This design comes from an exercise in tuning for small area, a short achievable clock period and few clock cycles on the open sky130 flow, not from production work. Function was checked by simulation only, so behaviour that the tests miss may differ from the original. Power and IR drop assume default switching activity.

$ cat design/flow/run.sh
#!/bin/bash
# synth_recipe.tcl (not shown) runs the flow's synth.tcl, then flattens the netlist and writes it again
# the make line also repeats each setting of config.mk as NAME=value (left out here)
make -C /OpenROAD-flow-scripts/flow DESIGN_CONFIG=/design/flow/config.mk WORK_HOME=/design/flow/orfs CLKGATE_MAP_FILE= SYNTH_SCRIPT=/design/flow/synth_recipe.tcl finish
$ cat design/flow/config.mk
export PLATFORM = sky130hd
export DESIGN_NAME = schwarzschild_orbit_stepper
export DESIGN_NICKNAME = schwarzschild_orbit_stepper
export VERILOG_FILES = /design/flow/design.v
export SDC_FILE = /design/flow/constraint.sdc
export NUM_CORES = 4
export LEC_CHECK = 0
export ABC_AREA = 1
export CAP_MARGIN = 20
export CORE_MARGIN = 2
export CORE_UTILIZATION = 40
export PLACE_DENSITY = 0.6
export SETUP_SLACK_MARGIN = 3
export SLEW_MARGIN = 20
$ cat design/flow/constraint.sdc
create_clock -name core_clock -period 13.0 [get_ports {clk_i}]
set_input_delay 2.6000 -clock core_clock [delete_from_list [all_inputs] [get_ports {clk_i}]]
set_output_delay 2.6000 -clock core_clock [all_outputs]
set_load 0.01 [all_outputs]
$ cat design/flow/design.v
package sos_pkg;
  localparam logic [31:0] MASS_RESET = 32'd16777216;
  localparam logic [31:0] THRESH_Q28 = 32'd24159191;    
  localparam logic [31:0] S32_MAX    = 32'h7FFF_FFFF;
endpackage
module sos_front (
  input  logic               clk_i,
  input  logic               rst_ni,
  input  logic               take_i,        
  input  logic signed [31:0] a0_i,
  input  logic [31:0]        r0_i,
  input  logic signed [31:0] rp_i,
  input  logic signed [31:0] h_i,
  input  logic               rel_i,         
  input  logic               thr_we_i,
  input  logic [56:0]        thr_i,
  output logic               pend_o,        
  output logic               done_o,        
  output logic [31:0]        a0_o,
  output logic [31:0]        r0_o,
  output logic [31:0]        mr_o,
  output logic [31:0]        dm_o,
  output logic               rpn_o,
  output logic               hn_o,
  output logic               opp_o,
  output logic [30:0]        u0_o,
  output logic [30:0]        m_o,
  output logic [56:0]        thr_o
);
  typedef enum logic [2:0] { S_IDLE, S_T, S_M, S_U, S_DONE } st_e;
  st_e st_q, st_d;
  logic [31:0] a0_q, r0_q, mr_q, dm_q;
  logic        rpn_q, hn_q, opp_q, tov_q, tov_d;
  logic [30:0] m_q, m_d;
  logic [31:0] rem_q, rem_d, rem_n;
  logic [50:0] quo_q, quo_d, quo_n;
  logic [4:0]  cnt_q, cnt_d;
  logic [31:0] mr_in, dm_in;
  logic        t33, t39;
  assign mr_in = rp_i[31] ? (~rp_i + 32'd1) : rp_i;
  assign dm_in = h_i[31] ? (~h_i + 32'd1) : h_i;
  assign t33   = {5'd0, mr_in[31:5]} < r0_i;     
  assign t39   = {11'd0, mr_in[31:11]} < r0_i;   
  always_comb begin
    logic [32:0] trial;
    logic [33:0] df;
    rem_n = rem_q;
    quo_n = quo_q;
    for (int k = 0; k < 3; k++) begin
      trial = {rem_n, quo_n[50]};
      df    = {1'b0, trial} - {2'b0, r0_q};
      quo_n = {quo_n[49:0], ~df[33]};
      rem_n = df[33] ? trial[31:0] : df[31:0];
    end
  end
  always_comb begin
    st_d  = st_q;
    rem_d = rem_n;
    quo_d = quo_n;
    cnt_d = cnt_q + 5'd1;
    m_d   = m_q;
    tov_d = tov_q;
    unique case (st_q)
      S_IDLE: begin
        rem_d = rem_q;
        quo_d = quo_q;
        if (take_i) begin
          if (mr_in == '0) begin          
            m_d   = '0;
            cnt_d = (r0_i[31:18] != '0) ? 5'd8 : 5'd6;
            rem_d = (r0_i[31:18] != '0) ? 32'd131072 : 32'd2048;
            quo_d = '0;
            st_d  = S_U;
          end else if (t33) begin         
            cnt_d = 5'd6;
            rem_d = {5'd0, mr_in[31:5]};
            quo_d = {mr_in[4:0], 28'd0, 18'd0};
            st_d  = S_T;
          end else if (t39) begin         
            cnt_d = 5'd4;
            rem_d = {11'd0, mr_in[31:11]};
            quo_d = {mr_in[10:0], 28'd0, 12'd0};
            st_d  = S_T;
          end else begin                  
            cnt_d = 5'd0;
            rem_d = {23'd0, mr_in[31:23]};
            quo_d = {mr_in[22:0], 28'd0};
            st_d  = S_T;
          end
        end
      end
      S_T: begin                          
        if (cnt_q == 5'd16) begin
          tov_d = (quo_n[50:48] != '0);   
          cnt_d = 5'd6;
          rem_d = {1'b0, quo_n[47:17]};   
          quo_d = {quo_n[16:0], 16'd0, 18'd0};
          st_d  = S_M;
        end
      end
      S_M: begin                          
        if (cnt_q == 5'd16) begin
          m_d   = (tov_q || quo_n[32:31] != '0) ? '1 : quo_n[30:0];
          cnt_d = (r0_q[31:18] != '0) ? 5'd8 : 5'd6;
          rem_d = (r0_q[31:18] != '0) ? 32'd131072 : 32'd2048;
          quo_d = '0;
          st_d  = S_U;
        end
      end
      S_U: begin                          
        if (cnt_q == 5'd16) st_d = S_DONE;
      end
      S_DONE: begin
        rem_d = rem_q;
        quo_d = quo_q;
        if (thr_we_i) {rem_d[5:0], quo_d} = thr_i;
        if (rel_i) st_d = S_IDLE;
      end
      default: st_d = S_IDLE;
    endcase
  end
  always_ff @(posedge clk_i) begin
    if (take_i && st_q == S_IDLE) begin
      a0_q  <= a0_i;
      r0_q  <= r0_i;
      mr_q  <= mr_in;
      dm_q  <= dm_in;
      rpn_q <= rp_i[31];
      hn_q  <= h_i[31];
      opp_q <= (rp_i[31] && h_i > 0) || (rp_i > 0 && h_i[31]);
      tov_q <= 1'b0;
    end else begin
      tov_q <= tov_d;
    end
    rem_q <= rem_d;
    quo_q <= quo_d;
    cnt_q <= cnt_d;
    m_q   <= m_d;
  end
  always_ff @(posedge clk_i or negedge rst_ni) begin
    if (!rst_ni) st_q <= S_IDLE;
    else         st_q <= st_d;
  end
  assign pend_o = (st_q != S_IDLE);
  assign done_o = (st_q == S_DONE);
  assign a0_o   = a0_q;
  assign r0_o   = r0_q;
  assign mr_o   = mr_q;
  assign dm_o   = dm_q;
  assign rpn_o  = rpn_q;
  assign hn_o   = hn_q;
  assign opp_o  = opp_q;
  assign u0_o   = (quo_q[32:31] != '0) ? 31'h7FFF_FFFF : quo_q[30:0];
  assign m_o    = m_q;
  assign thr_o  = {rem_q[5:0], quo_q};
endmodule
module sos_div (
  input  logic        clk_i,
  input  logic        rst_ni,
  input  logic        load_i,       
  input  logic        cancel_i,     
  input  logic [31:0] u_i,
  input  logic [31:0] phi_i,
  input  logic        fl_we_i,      
  input  logic        fl_end_i,
  input  logic [1:0]  fl_cause_i,
  input  logic        take_i,       
  output logic        occ_o,
  output logic        valid_o,
  output logic [31:0] radius_o,
  output logic [31:0] angle_o,
  output logic        ended_o,
  output logic [1:0]  cause_o
);
  logic        occ_q, fl_q, sat_q, end_q;
  logic [1:0]  cause_q;
  logic [3:0]  cnt_q;
  logic [30:0] rem_q, dvs_q, rem_d;
  logic [31:0] quo_q, quo_d, phi_q;
  always_comb begin
    logic [31:0] trial;
    logic [32:0] df;
    rem_d = rem_q;
    quo_d = quo_q;
    for (int k = 0; k < 3; k++) begin
      trial = {rem_d, 1'b0};
      df    = {1'b0, trial} - {2'b0, dvs_q};
      quo_d = {quo_d[30:0], ~df[32]};
      rem_d = df[32] ? trial[30:0] : df[30:0];
    end
  end
  always_ff @(posedge clk_i) begin
    if (load_i) begin
      rem_q <= 31'd2048;                 
      quo_q <= '0;
      dvs_q <= u_i[30:0];
      sat_q <= (u_i[31:13] == '0) && (u_i[12] == 1'b0 || u_i[11:0] == '0);   
      phi_q <= phi_i;
    end else if (cnt_q != 4'd11) begin
      rem_q <= rem_d;
      quo_q <= quo_d;
    end
    if (fl_we_i) begin
      end_q   <= fl_end_i;
      cause_q <= fl_cause_i;
    end
  end
  always_ff @(posedge clk_i or negedge rst_ni) begin
    if (!rst_ni) begin
      occ_q <= 1'b0;
      fl_q  <= 1'b0;
      cnt_q <= 4'd11;
    end else begin
      if (load_i) begin
        occ_q <= 1'b1;
        fl_q  <= 1'b0;
        cnt_q <= 4'd0;
      end else begin
        if (take_i || cancel_i) begin
          occ_q <= 1'b0;
          fl_q  <= 1'b0;
        end
        if (fl_we_i) fl_q <= 1'b1;
        if (cnt_q != 4'd11) cnt_q <= cnt_q + 4'd1;
      end
    end
  end
  assign occ_o    = occ_q;
  assign valid_o  = occ_q && fl_q && (cnt_q == 4'd11);
  assign radius_o = sat_q ? 32'hFFFF_FFFF : quo_q;
  assign angle_o  = phi_q;
  assign ended_o  = end_q;
  assign cause_o  = cause_q;
endmodule
module sos_mul (
  input  logic signed [32:0] x_i,
  input  logic signed [31:0] y_i,
  input  logic               rnd_i,
  input  logic signed [31:0] v_i,
  output logic signed [63:0] p_o
);
  localparam int N = 35;
  localparam logic [63:0] CST = 64'hAAAA_AAAC_0000_0000;
  logic [33:0]  yy;
  logic [N-1:0] r [16];
  logic [15:0]  neg;
  assign yy = {y_i, 1'b0};
  for (genvar j = 0; j < 16; j++) begin : g_pp
    logic one, two;
    logic [N-1:0] sel;
    assign one    = yy[2*j] ^ yy[2*j+1];
    assign two    = (yy[2*j+2] & ~yy[2*j+1] & ~yy[2*j]) | (~yy[2*j+2] & yy[2*j+1] & yy[2*j]);
    assign neg[j] = yy[2*j+2];
    assign sel    = one ? {{2{x_i[32]}}, x_i} : two ? {x_i[32], x_i, 1'b0} : '0;
    assign r[j]   = sel ^ {N{neg[j]}};
  end
  always_comb begin
    p_o = CST + {{4{v_i[31]}}, v_i, rnd_i ? 28'hFFF_FFFF : 28'd0};
    for (int j = 0; j < 16; j++)
      p_o = p_o + ({29'd0, ~r[j][N-1], r[j][N-2:0]} << (2*j)) + (64'(neg[j]) << (2*j));
  end
endmodule
module sos_back (
  input  logic        clk_i,
  input  logic        rst_ni,
  input  logic [31:0] mass_i,
  input  logic        m_wr_i,        
  input  logic        step_take_i,   
  output logic [5:0]  cnt_o,         
  input  logic        sp_done_i,
  input  logic [31:0] sp_a0_i,
  input  logic [31:0] sp_r0_i,
  input  logic [31:0] sp_mr_i,
  input  logic [31:0] sp_dm_i,
  input  logic        sp_rpn_i,
  input  logic        sp_hn_i,
  input  logic        sp_opp_i,
  input  logic [30:0] sp_u0_i,
  input  logic [30:0] sp_m_i,
  input  logic [56:0] sp_thr_i,
  output logic        sp_rel_o,
  output logic        sp_thr_we_o,
  output logic [56:0] sp_thr_o,
  output logic        out_valid_o,
  input  logic        out_ready_i,
  output logic [31:0] radius_o,
  output logic [31:0] angle_o,
  output logic        ended_o,
  output logic [1:0]  end_cause_o
);
  typedef enum logic [2:0] { P_IDLE, P_A, P_B, P_C, P_D, P_H0, P_H1, P_H2 } ph_e;
  ph_e ph_q, ph_d;
  logic        chk_q, chk_d, act_q, act_d, muok_q, muok_d, mwp_q, dsh_q, dsh_d;
  logic        cap_q, cap_d, esc_q, esc_d, hgt_q, hgt_d, upd_q, upd_d;
  logic [1:0]  wr_q, wr_d, rd_q, lu;
  logic [5:0]  cnt_q, cnt_d;
  logic [31:0] u_q, u_d, du_q, du_d, st_q, st_d, phi_q, phi_d;
  logic signed [32:0] x_q, x_d;
  logic signed [31:0] y_q, y_d;
  function automatic logic [1:0] inc3(input logic [1:0] v);
    inc3 = (v == 2'd2) ? 2'd0 : v + 2'd1;
  endfunction
  logic signed [63:0] p;
  logic [31:0] v;
  assign v = (ph_q == P_C) ? du_q : (ph_q == P_D) ? u_q : 32'd0;
  sos_mul u_mul (.x_i(x_q), .y_i(y_q), .rnd_i(x_q[32] ^ y_q[31]), .v_i(v), .p_o(p));
  logic [30:0] mu;
  logic        capt;
  assign mu   = (p[62:55] != '0) ? 31'h7FFF_FFFF : p[54:24];
  assign capt = (p[62:52] != '0) || (p[51] && p[50:0] != '0);
  logic [30:0] mu2;
  logic        sat3;
  logic [32:0] acc3;
  logic [31:0] acc;
  assign mu2  = p[58:28];
  assign sat3 = (p[62:59] != '0) || (mu2 > 31'd715827882);
  assign acc3 = {2'b0, mu2} + {1'b0, mu2, 1'b0} - {1'b0, u_q};
  assign acc  = sat3 ? {1'b0, ~u_q[30:0]} : acc3[31:0];
  logic signed [35:0] s36;
  logic signed [31:0] cv;
  logic [31:0] sres;
  logic        ovr;
  assign s36  = p[63:28];
  assign cv   = v[31] ? ({1'b0, v[30:0]} - 32'd1) : {1'b1, v[30:0]};
  assign ovr  = v[31] ? (s36 > 36'(cv)) : (s36 < 36'(cv));
  assign sres = ovr ? cv :
                (!s36[35] && s36[34:31] != '0) ? 32'h7FFF_FFFF :
                ( s36[35] && s36[34:31] != '1) ? 32'h8000_0000 : s36[31:0];
  logic [63:0] pc;
  assign pc = dsh_q ? {p[62:0], 1'b0} : p;
  logic [2:0]  occ, vld, ld, flwe, cnc;
  logic [31:0] rad [3];
  logic [31:0] ang [3];
  logic [2:0]  ue;
  logic [1:0]  uc [3];
  logic        fl_end;
  logic [1:0]  fl_cause;
  logic        take_res;
  logic [31:0] ld_phi;
  for (genvar i = 0; i < 3; i++) begin : g_unit
    sos_div u_div (
      .clk_i     (clk_i),
      .rst_ni    (rst_ni),
      .load_i    (ld[i]),
      .cancel_i  (cnc[i]),
      .u_i       (u_q),
      .phi_i     (ld_phi),
      .fl_we_i   (flwe[i]),
      .fl_end_i  (fl_end),
      .fl_cause_i(fl_cause),
      .take_i    (take_res && rd_q == i),
      .occ_o     (occ[i]),
      .valid_o   (vld[i]),
      .radius_o  (rad[i]),
      .angle_o   (ang[i]),
      .ended_o   (ue[i]),
      .cause_o   (uc[i])
    );
  end
  always_comb begin
    out_valid_o = vld[0];
    radius_o    = rad[0];
    angle_o     = ang[0];
    ended_o     = ue[0];
    end_cause_o = uc[0];
    if (rd_q == 2'd1) begin
      out_valid_o = vld[1];
      radius_o    = rad[1];
      angle_o     = ang[1];
      ended_o     = ue[1];
      end_cause_o = uc[1];
    end else if (rd_q == 2'd2) begin
      out_valid_o = vld[2];
      radius_o    = rad[2];
      angle_o     = ang[2];
      ended_o     = ue[2];
      end_cause_o = uc[2];
    end
  end
  assign take_res = out_valid_o && out_ready_i;
  assign lu       = (wr_q == 2'd0) ? 2'd2 : wr_q - 2'd1;    
  logic wfree, savail, begin_st, sw, clr, muv;
  logic [31:0] phi_nx;
  assign wfree  = !occ[wr_q] || (take_res && rd_q == wr_q);
  assign savail = (cnt_q != '0) || (step_take_i && act_q);
  assign phi_nx = phi_q + {{4{st_q[31]}}, st_q[31:4]};
  assign muv    = !m_wr_i && !mwp_q;
  always_comb begin
    ph_d = ph_q;  chk_d = chk_q;  act_d = act_q;  muok_d = muok_q && !m_wr_i;
    cap_d = 1'b0;  esc_d = esc_q;  hgt_d = hgt_q;  upd_d = 1'b0;
    u_d = u_q;  du_d = du_q;  st_d = st_q;  phi_d = phi_q;
    x_d = x_q;  y_d = y_q;  dsh_d = dsh_q;  wr_d = wr_q;
    ld = '0;  flwe = '0;  cnc = '0;  fl_end = 1'b0;  fl_cause = 2'd0;
    ld_phi = upd_q ? phi_nx : phi_q;
    begin_st = 1'b0;  sw = 1'b0;  clr = 1'b0;
    sp_rel_o = 1'b0;  sp_thr_we_o = 1'b0;  sp_thr_o = p[56:0];
    unique case (ph_q)
      P_IDLE: begin
        if (cap_q) begin              
          act_d = 1'b0;
          clr   = 1'b1;
        end else if (act_q && savail && wfree) begin
          if (muok_q && !m_wr_i) begin
            begin_st = 1'b1;
          end else begin
            ph_d  = P_A;
            chk_d = 1'b0;
            x_d   = {1'b0, mass_i};
            y_d   = u_q;
          end
        end else if (sp_done_i && (!act_q || cnt_q == '0)) begin
          sw = 1'b1;
        end
      end
      P_A: begin
        x_d    = {2'b0, mu};
        muok_d = muv;
        ph_d   = P_IDLE;
        if (chk_q) begin
          flwe[lu] = 1'b1;
          fl_end   = esc_q || capt;
          fl_cause = esc_q ? 2'd1 : capt ? 2'd2 : 2'd0;
          cap_d    = capt && !esc_q;
          upd_d    = !esc_q;
          ld_phi   = phi_nx;
        end
        if (chk_q && esc_q) begin
          act_d = 1'b0;
          clr   = 1'b1;
          if (sp_done_i) sw = 1'b1;
        end else if (chk_q && sp_done_i && cnt_q == '0) begin
          sw = 1'b1;                  
        end else if (savail && wfree && muv) begin
          begin_st = 1'b1;
        end
      end
      P_B: begin
        if (cap_q) begin              
          cnc[lu] = 1'b1;
          wr_d    = lu;
          act_d   = 1'b0;
          clr     = 1'b1;
          ph_d    = P_IDLE;
          if (sp_done_i) sw = 1'b1;
        end else begin
          x_d  = {acc[31], acc};
          y_d  = st_q;
          ph_d = P_C;
        end
      end
      P_C: begin
        du_d = sres;
        x_d  = {sres[31], sres};
        ph_d = P_D;
      end
      P_D: begin
        u_d   = sres;
        esc_d = sres[31];
        x_d   = {1'b0, mass_i};
        y_d   = sres;
        ph_d  = P_A;
        chk_d = 1'b1;
      end
      P_H0: begin                     
        sp_thr_we_o = 1'b1;
        x_d   = {1'b0, sp_mr_i};
        y_d   = st_q[31] ? {1'b0, st_q[31:1]} : st_q;
        dsh_d = st_q[31];
        ph_d  = P_H1;
      end
      P_H1: begin                     
        hgt_d = pc > {7'd0, sp_thr_i};
        y_d   = {1'b0, st_q[31:1]};
        dsh_d = 1'b0;
        ph_d  = P_H2;
      end
      P_H2: begin
        if (hgt_q && st_q[31:1] != '0) begin
          st_d = st_q >> 1;
          ph_d = P_H1;
        end else begin
          st_d     = sp_hn_i ? ~(hgt_q ? st_q >> 1 : st_q) + 32'd1 : (hgt_q ? st_q >> 1 : st_q);
          sp_rel_o = 1'b1;
          ph_d     = P_A;
          chk_d    = 1'b0;
          x_d      = {1'b0, mass_i};
          y_d      = u_q;
        end
      end
      default: ph_d = P_IDLE;
    endcase
    if (upd_q && !cap_q) phi_d = phi_nx;    
    if (begin_st) begin
      ld[wr_q] = 1'b1;
      wr_d     = inc3(wr_q);
      ph_d     = P_B;
      muok_d   = 1'b0;
    end
    if (sw) begin                     
      u_d    = {1'b0, sp_u0_i};
      du_d   = sp_rpn_i ? {1'b0, sp_m_i} : ~{1'b0, sp_m_i} + 32'd1;
      phi_d  = sp_a0_i;
      act_d  = 1'b1;
      muok_d = 1'b0;
      chk_d  = 1'b0;
      esc_d  = 1'b0;
      upd_d  = 1'b0;
      if (sp_opp_i && sp_dm_i != '0) begin
        st_d = sp_dm_i;
        x_d  = {1'b0, sp_r0_i};
        y_d  = sos_pkg::THRESH_Q28;
        ph_d = P_H0;
      end else begin
        st_d     = sp_hn_i ? ~sp_dm_i + 32'd1 : sp_dm_i;
        sp_rel_o = 1'b1;
        x_d      = {1'b0, mass_i};
        y_d      = {1'b0, sp_u0_i};
        ph_d     = P_A;
      end
    end
    if (clr) cnt_d = '0;
    else     cnt_d = cnt_q + {5'd0, step_take_i && act_q} - {5'd0, begin_st};
  end
  always_ff @(posedge clk_i) begin
    u_q   <= u_d;
    du_q  <= du_d;
    st_q  <= st_d;
    phi_q <= phi_d;
    x_q   <= x_d;
    y_q   <= y_d;
    dsh_q <= dsh_d;
    hgt_q <= hgt_d;
  end
  always_ff @(posedge clk_i or negedge rst_ni) begin
    if (!rst_ni) begin
      ph_q   <= P_IDLE;
      chk_q  <= 1'b0;
      act_q  <= 1'b0;
      muok_q <= 1'b0;
      mwp_q  <= 1'b0;
      cap_q  <= 1'b0;
      esc_q  <= 1'b0;
      upd_q  <= 1'b0;
      wr_q   <= 2'd0;
      rd_q   <= 2'd0;
      cnt_q  <= '0;
    end else begin
      ph_q   <= ph_d;
      chk_q  <= chk_d;
      act_q  <= act_d;
      muok_q <= muok_d;
      mwp_q  <= m_wr_i;
      cap_q  <= cap_d;
      esc_q  <= esc_d;
      upd_q  <= upd_d;
      wr_q   <= wr_d;
      if (take_res) rd_q <= inc3(rd_q);
      cnt_q  <= cnt_d;
    end
  end
  assign cnt_o = cnt_d;
endmodule
module schwarzschild_orbit_stepper #(
  parameter int MAX_HALVINGS = 49
) (
  input  logic               clk_i,
  input  logic               rst_ni,
  input  logic               psel,
  input  logic               penable,
  input  logic               pwrite,
  input  logic [2:0]         paddr,
  input  logic [31:0]        pwdata,
  output logic [31:0]        prdata,
  output logic               pready,
  input  logic               in_valid_i,
  output logic               in_ready_o,
  input  logic               req_type_i,
  input  logic signed [31:0] start_angle_i,
  input  logic [31:0]        start_radius_i,
  input  logic signed [31:0] radius_rate_i,
  input  logic signed [31:0] angle_step_i,
  output logic               out_valid_o,
  input  logic               out_ready_i,
  output logic [31:0]        radius_o,
  output logic signed [31:0] angle_o,
  output logic               ended_o,
  output logic [1:0]         end_cause_o
);
  logic [31:0] mass_q;
  logic        m_wr;
  assign pready = 1'b1;
  assign prdata = (paddr[2] == 1'b0) ? mass_q : 32'd0;
  assign m_wr   = psel && penable && pwrite && paddr[2] == 1'b0;
  always_ff @(posedge clk_i or negedge rst_ni) begin
    if (!rst_ni) begin
      mass_q <= sos_pkg::MASS_RESET;
    end else if (m_wr) begin
      mass_q <= pwdata;
    end
  end
  logic rdy_q, take_start, take_step;
  logic sp_pend, sp_done, sp_rel, sp_thr_we;
  logic [5:0]  cnt_nx;
  logic [31:0] sp_a0, sp_r0, sp_mr, sp_dm;
  logic        sp_rpn, sp_hn, sp_opp;
  logic [30:0] sp_u0, sp_m;
  logic [56:0] sp_thr, thr_wd;
  assign in_ready_o = rdy_q;
  assign take_start = in_valid_i && rdy_q && !req_type_i;
  assign take_step  = in_valid_i && rdy_q && req_type_i;
  always_ff @(posedge clk_i or negedge rst_ni) begin
    if (!rst_ni) rdy_q <= 1'b0;
    else         rdy_q <= !((sp_pend && !sp_rel) || take_start) && (cnt_nx < 6'd60);
  end
  sos_front u_front (
    .clk_i   (clk_i),
    .rst_ni  (rst_ni),
    .take_i  (take_start),
    .a0_i    (start_angle_i),
    .r0_i    (start_radius_i),
    .rp_i    (radius_rate_i),
    .h_i     (angle_step_i),
    .rel_i   (sp_rel),
    .thr_we_i(sp_thr_we),
    .thr_i   (thr_wd),
    .pend_o  (sp_pend),
    .done_o  (sp_done),
    .a0_o    (sp_a0),
    .r0_o    (sp_r0),
    .mr_o    (sp_mr),
    .dm_o    (sp_dm),
    .rpn_o   (sp_rpn),
    .hn_o    (sp_hn),
    .opp_o   (sp_opp),
    .u0_o    (sp_u0),
    .m_o     (sp_m),
    .thr_o   (sp_thr)
  );
  sos_back u_back (
    .clk_i      (clk_i),
    .rst_ni     (rst_ni),
    .mass_i     (mass_q),
    .m_wr_i     (m_wr),
    .step_take_i(take_step),
    .cnt_o      (cnt_nx),
    .sp_done_i  (sp_done),
    .sp_a0_i    (sp_a0),
    .sp_r0_i    (sp_r0),
    .sp_mr_i    (sp_mr),
    .sp_dm_i    (sp_dm),
    .sp_rpn_i   (sp_rpn),
    .sp_hn_i    (sp_hn),
    .sp_opp_i   (sp_opp),
    .sp_u0_i    (sp_u0),
    .sp_m_i     (sp_m),
    .sp_thr_i   (sp_thr),
    .sp_rel_o   (sp_rel),
    .sp_thr_we_o(sp_thr_we),
    .sp_thr_o   (thr_wd),
    .out_valid_o(out_valid_o),
    .out_ready_i(out_ready_i),
    .radius_o   (radius_o),
    .angle_o    (angle_o),
    .ended_o    (ended_o),
    .end_cause_o(end_cause_o)
  );
endmodule
==> qor.tcl <==
set qor(synth_area_leaders) {edfxtp_1, nand2_1, fa_1}
set qor(synth_top_cells_by_count) {nand2_1, inv_1, o21ai_0}
set qor(ys_warnings) 9
set qor(vdd_ir_drop_max_uv) 380
set qor(initialDrtViolationCount) 11800
set qor(timing.critical_path.from_type) {register}
set qor(gr_ovfl_total) 0
set qor(initial_utilization_pct) 40.3
set qor(critPathMaxStageDelay_ns) 0.58
set qor(fin_hold_ws_ns) 0.454
set qor(clock.fmax_mhz) 101
set qor(groute.usage.overall_pct) 32.5
set qor(worst_path_fanout_max) 18
set qor(first_global_vias) 96900
set qor(setup.reg_to_reg.worst_slack_ns) 3.07
set qor(timing.max_slew.rel_slack_pct) 14.5
set qor(antenna_left) 0
set qor(syn-num-nets) 16100
set qor(setup.worst_path.end_class) {register}
set qor(worst_hold_startpoint) {u_back.g_unit[2].u_div.quo_q[30]}
set qor(internal_power_w) 0.00992
set qor(ys_async_sr_fraction_pct) 8.13
set qor(drc_errors) 0
set qor(total_switching_power_w) 0.00977
set qor(min_path_type) {register to register}
set qor(number_of_synthesized_flops_with_an_enable_pin) 640
set qor(cp_common_cell) {nand2_1}
set qor(timing.critical_path.arrival_ns) 10.45
set qor(clock_latency_ns) 0.83
set qor(timing.rr.end) {u_back.x_q[9]}
set qor(clkPwrFrac_pct) 17.3
set qor(die_h_um) 519
set qor(routed_wire_length_per_instance_um) 24.7
set qor(post_drt_via_cell_ratio) 5.64
set qor(status) {finished clean}
set qor(count_of_buffering_cells_on_the_critical_path_with_inverters_included) 12
set qor(cts_num_sinks) 910
set qor(synthDominantCellAreaShare_pct) 18.2
set qor(drt_pre_antenna_iters) 7
set qor(nNetsFinal) 16400
set qor(gpl.final_weighted_congestion) 1.05
set qor(setup_viol) 0
set qor(clock_tree.htree_level_count) 3
set qor(synth.cell_area_um2) 106000
set qor(worstHoldEndpoint) {u_back.g_unit[2].u_div.quo_q[30]}
set qor(ys_types) 74
set qor(critPathTopFamily) {adder cells}
set qor(ios) 273
set qor(layout-drive-gt1-share_pct) 8.58
set qor(fp.coreArea_um2) 263000
set qor(cts_buffers) 112
set qor(power.density_cell_area_nw_per_um2) 162
set qor(cellLeakagePower_nw) 56.2
set qor(finish.utilization_pct) 46.2
set qor(min_clock_period_post_route_ns) 9.93
set qor(netlist.top_cell.by_area) {edfxtp_1}
set qor(slew_viol_final) 0
set qor(beginning_of_the_worst_register_to_register_path) {u_back.ph_q[1]}
set qor(cts-root-to-sink-buffers) 3
set qor(grt_pass1_wl_mm) 653
set qor(yosysMostFrequentCell) {nand2_1}
set qor(p_seq_share_pct) 16.3
set qor(syn-instance-count) 14600
set qor(worst-slew-pin-transition_ns) 1.27
set qor(max_cap_viol_count) 0
set qor(die-area_um2) 269000
set qor(path_class) {register to register}
set qor(dp.final_hpwl_mm) 358
set qor(report.final.hold_viol_count) 0
set qor(area.growth.synth_to_final_pct) 14.6
set qor(grt_start_max_net_pins) 76
set qor(placement.io_buffers) 269
set qor(comb_power_share_pct) 66.4
set qor(timing.clock.skew_ns) 0.0808
set qor(synth_ff_type) {edfxtp_1}
set qor(switching_share_pct) 49.6
set qor(chipWidth_um) 519
set qor(placement_rows) 188
set qor(clk_pin_slew_worst_paths_ns) 0.06
set qor(setup_total_negative_slack_ns) 0
set qor(worst_hold_path.num_cells) 2
set qor(syn_avg_cell_area_um2) 7.26
set qor(final_min_period_over_clock_period_pct) 76.3
set qor(rsz_0062_raised_after_global_routing) {yes}
set qor(synth-seq-cells) 910
set qor(sequential_to_total_area_share_from_yosys_stat_pct) 23.6
set qor(cts.hold.buffers_added) 0
set qor(worst_ep_required_time_ns) 13.52
set qor(cts_root_buffer) {clkbuf_16}
set qor(antenna_violations_before_repair) 18
set qor(routed-via-count) 104000
set qor(postRouteWirelength_mm) 456
set qor(cts_tree) {yes}
set qor(worst_r2r_path_depth) 47
set qor(critical-path-slowest-cell) {fa_1}
sequential cells by signal, summed over array words and instances, names as in the netlist, 12 cells and up:
register and cells:
mass_q 32, u_back.du_q 32, u_back.g_unit.u_div.cnt_q 12, u_back.g_unit.u_div.dvs_q 93, u_back.g_unit.u_div.phi_q 96, u_back.g_unit.u_div.quo_q 96
u_back.g_unit.u_div.rem_q 93, u_back.phi_q 32, u_back.st_q 32, u_back.u_q 32, u_back.x_q 33, u_back.y_q 32
u_front.a0_q 32, u_front.dm_q 32, u_front.m_q 31, u_front.mr_q 32, u_front.quo_q 51, u_front.r0_q 32
u_front.rem_q 32
worst reg2reg max path, delay by kind of cell (launching register included):
family	cells	cell delay (ns)
AOI/OAI and AO/OA	3	0.65
xor gates and xnor gates	2	0.33
adders and majority gates	9	3.73
buffers and inverters	12	1.93
DFF	1	0.47
and+or+nand+nor	21	2.53
power groups by stage:
stage / registers [W] / clock network (W) / logic (W)
3_5_place_dp: 0.00328 / 0 / 0.0100
5_1_grt: 0.00322 / 0.00355 / 0.0138
4_1_cts: 0.00322 / 0.00344 / 0.0107
3_3_place_gp: 0.00328 / 0 / 0.0101
2_1_floorplan: 0.00327 / 0 / 0.00610
6_report: 0.00322 / 0.00340 / 0.0131
how the worst max path moves through the flow:
stage	startpoint	to	slack, ns	depth (start not counted)
CTS	u_back.y_q[21]	u_back.x_q[23]	2.89	50
global placement	u_back.y_q[23]	u_back.x_q[15]	1.21	48
global route	u_back.y_q[9]	u_back.x_q[22]	2.88	47
detailed placement	u_back.y_q[23]	u_back.x_q[15]	1.20	48
floorplan	u_back.y_q[31]	u_back.x_q[23]	3.48	44
finish	u_back.ph_q[1]	u_back.x_q[9]	3.07	47
layout by cell type, fill, tap and decap left out, types with 119 or more instances in the layout:
cell type | synthesis | final
o21ai_0 | 1066 | 1032
nor3_1 | 146 | 136
a21oi_1 | 1045 | 1006
nand4_1 | 130 | 130
clkdlybuf4s50_1 | 0 | 268
xor2_1 | 812 | 808
edfxtp_1 | 640 | 640
nor2_1 | 893 | 827
buf_4 | 12 | 379
clkbuf_16 | 0 | 119
dfxtp_1 | 196 | 196
nand2_1 | 3121 | 2982
o22ai_1 | 394 | 389
fa_1 | 539 | 532
xnor2_1 | 224 | 219
ha_1 | 809 | 760
inv_1 | 2233 | 2185
nand3_1 | 638 | 607
final cells by class:
type                    instances  area [µm²]
diodes                          8        20.0
clock buffers                 124        2900
clock inverters                89        1030
fillers                     26900      141000
inverters                    2331        8850
multi-input cells           10800       72300
flip-flops and latches        910       25000
well taps                    3515        4400
repair buffers                726        6820
repair inverters                2        15.0
layer usage:
metal	wire length, µm	GRT usage [%]	share of wire, %	vias to the layer above
met5	214	0.302	0.047	-
met4	33400	19.2	7.3	12
met3	44900	6.28	9.8	1030
met2	192000	48.9	42	5136
met1	185000	43.2	41	49300
li1	-	-	-	48800
metrics by stage:
stage	total power [W]	setup slack, ns	area (µm²)	cells
2_1_floorplan	0.00937	3.48	106000	14600
3_3_place_gp	0.0134	1.21	113000	18100
3_5_place_dp	0.0133	1.20	113000	18100
4_1_cts	0.0174	2.89	119000	18300
5_1_grt	0.0206	2.88	121000	18500
6_report	0.0197	3.07	121000	18500
timing repair:
action / in CTS / in global routing
buffers inserted: 56 / 107
resized for setup: 237 / 452
pin swaps: 15 / 128
gates cloned: 2 / 8
setup endpoints to repair: 140 / 199
cells by family after synthesis:
logic type	count (synthesis)	share of synthesized area, %
compound gates	3190	17.1
fa+ha+maj	1348	19.7
mux	23	0.217
other cells	1	0.00354
flops	910	23.6
simple gates	5163	20.2
xor+xnor	1040	8.63
buf+inv	2917	10.5
Testbench counts, summed over its fixed seeds: cycles 24,069.

re-timing with driven ports:
In the flow no input, the clock included, has a driving cell. The finished layout below was timed again as built, in two steps.
Step 1: set_driving_cell puts a clkbuf_16 on clk_i and a buf_2 on each other input, an assumption about the parent block.
Step 2, shift: input delay + t, output delay - t, t = (earliest + latest rising clock arrival at the registers) / 2. This alone moves slack from input paths to output paths.
Three values: ideal ports, drivers, drivers and shift; two values: the first two.
shift t [ns]: 0.887
setup slack, ns: 3.075 / 3.075 / 3.075
hold slack, ns: 0.454 / 0.454 / 0.454
worst setup path at the end: register to register
After both steps this run still meets setup and hold. For this run, drivers alone change the setup slack by 0.000 ns; drivers and shift together by 0.000 ns.
